Source: an optimization exercise on an open RTL-to-GDS flow (aim: small area and a short achievable clock period). Production flows keep margins and buffers that such runs may drop. In this exercise RTL edits were held to simulation tests only and were not proved equivalent to the original. Power is estimated from default activity; no workload was simulated.

Design pipe4stage, start of the top module:
module pipe4stage (
  input  logic        clk1,
  input  logic        rst,
  input  logic [3:0]  rs1,
  input  logic [3:0]  rs2,
  input  logic [3:0]  rd,
  input  logic [3:0]  func,
  input  logic [7:0]  addr,
  input  logic        write,
  input  logic [7:0]  dbg_addr,
  output logic [15:0] zout,
  output logic [15:0] dbg_data
);
  logic [15:0][15:0]  rf_q;
  logic [255:0][15:0] mem_q;
  logic          v1_q;
  logic [73-1:0] r1_q;
  logic [3:0]    rd1_q;
  logic [7:0]    addr1_q;
  logic          v2_q;
  logic [15:0]   z2_q;
  logic [3:0]    rd2_q;
  logic [7:0]    addr2_q;
  logic          v3_q;
  logic [15:0]   z3_q;
  logic [7:0]    addr3_q;
  logic [73-1:0] s1_d;
  logic [15:0]   alu_d;
  logic [3:0][15:0] rdw;
  p4_s1 u_s1 (.rf(rf_q), .rs1(rs1), .rs2(rs2), .func(func), .d(s1_d));
  p4_s2 u_s2 (.r(r1_q), .alu_d(alu_d));
  p4_mrd u_mrd (.mem(mem_q), .addr(dbg_addr), .rdw(rdw));
  always_ff @(posedge clk1) begin
    if (rst) begin
      for (int unsigned i = 0; i < 16; i++) rf_q[i] <= 16'(i);
      v1_q <= 1'b0;
      v2_q <= 1'b0;
      v3_q <= 1'b0;
    end else begin
      v1_q <= write;
      v2_q <= v1_q;
      v3_q <= v2_q;
  ...
Size in the first run: about 9800 cells after synthesis, ~67 I/O pins, ~0.17 mm² of cells after synthesis.
==> flow/config.mk <==
export PLATFORM = sky130hd
export DESIGN_NAME = pipe4stage
export DESIGN_NICKNAME = pipe4stage
export VERILOG_FILES = /design/flow/design.v
export SDC_FILE = /design/flow/constraint.sdc
export NUM_CORES = 4
export LEC_CHECK = 0
export CAP_MARGIN = 40
export CORE_MARGIN = 2
export CORE_UTILIZATION = 50
export CTS_CLUSTER_DIAMETER = 80
export CTS_CLUSTER_SIZE = 24
export SETUP_SLACK_MARGIN = 2.85
export SLEW_MARGIN = 40
export SYNTH_HIERARCHICAL = 1
export TNS_END_PERCENT = 20
==> flow/constraint.sdc <==
create_clock -name core_clock -period 5.8 [get_ports {clk1}]
set_input_delay 1.1600 -clock core_clock [delete_from_list [all_inputs] [get_ports {clk1}]]
set_output_delay 1.1600 -clock core_clock [all_outputs]
set_load 0.01 [all_outputs]
run.sh (not shown) runs the stock make flow with config.mk's settings and CLKGATE_MAP_FILE= SYNTH_SCRIPT=/design/flow/synth_recipe.tcl, a recipe that flattens the netlist after the stock synthesis.
Edit:
Settings changed: SETUP_SLACK_MARGIN 2.85 to 3.15, TNS_END_PERCENT 20 to default.
- The new run completed with no timing, DRC or antenna violations
- die area does not change
- sequential share of layout area fell by 2.9 points
- synthesized area stays the same
- clock power is about the same
- global-route usage went up by 0.85 points
- non-clock buffer count goes up by 159


pipe4stage, a different RTL version from the one above (not shown whole).
For scale: roughly 170000 um2 of cells after synthesis.
Design pipe4stage, start of the top module:
module pipe4stage (
  input  logic        clk1,
  input  logic        rst,
  input  logic [3:0]  rs1,
  input  logic [3:0]  rs2,
  input  logic [3:0]  rd,
  input  logic [3:0]  func,
  input  logic [7:0]  addr,
  input  logic        write,
  input  logic [7:0]  dbg_addr,
  output logic [15:0] zout,
  output logic [15:0] dbg_data
);
Settings: LEC_CHECK=0, CAP_MARGIN=40, CORE_MARGIN=2, CORE_UTILIZATION=50, CTS_CLUSTER_DIAMETER=100, CTS_CLUSTER_SIZE=30, SETUP_SLACK_MARGIN=2.85, SLEW_MARGIN=40, SYNTH_HIERARCHICAL=1, TNS_END_PERCENT=20; clock period 5.8 ns.
The starting point completed without violations.
Then changed:
Settings changed: CTS_CLUSTER_DIAMETER 100 to 80, CTS_CLUSTER_SIZE 30 to 24, SETUP_SLACK_MARGIN 2.85 to 3.0, TNS_END_PERCENT 20 to not set.
Outcome: The new run finished clean; first-iteration DRC count went up by about 4%; utilization is higher by 2.4 points; final area rose by 4.3%.


## before
pipe4stage, a different RTL version from the one above (not shown whole).
Size: ~9700 cells after synthesis, about 170000 um^2 of cells after synthesis.
make LEC_CHECK=0 CAP_MARGIN=40 CORE_MARGIN=2 CORE_UTILIZATION=50 CTS_CLUSTER_DIAMETER=80 CTS_CLUSTER_SIZE=24 SETUP_SLACK_MARGIN=2.85 SLEW_MARGIN=40 SYNTH_HIERARCHICAL=1 TNS_END_PERCENT=20 finish   # period 5.8 ns
What after does differently from before at the input level:
-- flow/config.mk --
<<< before, line 13
export SETUP_SLACK_MARGIN = 2.85
>>> after, line 13
export SETUP_SLACK_MARGIN = 3.0
<<< before, line 16
export TNS_END_PERCENT = 20
>>> after, line 16
==> summary.txt <==
Between before and after, area added between synthesis and finish is lower for before, after comes in above that. Delta (after minus before): global placer's final weighted congestion went down 0.048, routed wire length went down 0.70%, register area held. after vs before on amount of wire on met2 after detailed routing: after is the higher one. Looking at before and after, the relative contribution of combinational cells to total power is a wash. after does worse than before on summed area of non-filler cells in the final layout. after vs before, final worst-path cycle share went down by 0.72 points. [compare] base=before new=after: count of routing violations after the opening detailed-route iteration saw a decrease, global router's overall resource usage saw a decrease, final cell count saw a decrease.

## separate check: timing with driven ports
How much do the figures lean on ideal ports? The routed layouts below were timed once more, with nothing changed but the port constraints.
Step 1: set_driving_cell puts a clkbuf_16 on clk1 and a buf_2 on each other input, an assumption about the parent block.
Step 2 adds t to the input delays and takes it off the output delays; t is the mean of the earliest and latest rising clock arrival at the registers after step 1. Input paths then give back, and output paths get back, about the clock's delay inside the block.
Three values: no drivers, after step 1, after step 2; two values: the first two.
run	t, ns	setup WS [ns]	hold WS [ns]	worst data-port slew with drivers (ns)	cell pins on the clock port's net
the first run of note 1	1.056	2.704 / 2.546 / 1.490	0.329 / 0.329 / 0.329	0.40	1
the second run of note 1	1.058	2.606 / 2.509 / 1.568	0.310 / 0.310 / 0.310	0.39	1
the first run of note 2	1.043	2.408 / 2.206 / 1.163	0.335 / 0.335 / 0.335	0.35	1
the second run of note 2	1.076	2.659 / 2.628 / 1.552	0.332 / 0.332 / 0.332	0.21	1
before	1.075	2.657 / 2.433 / 1.359	0.328 / 0.328 / 0.328	0.45	1
after	1.061	2.698 / 2.538 / 1.477	0.319 / 0.319 / 0.319	0.28	1
After both steps setup and hold are still met in every run listed. The setup slack of before, which loses most, moves by -0.224 ns with the drivers and by -1.298 ns with both steps.
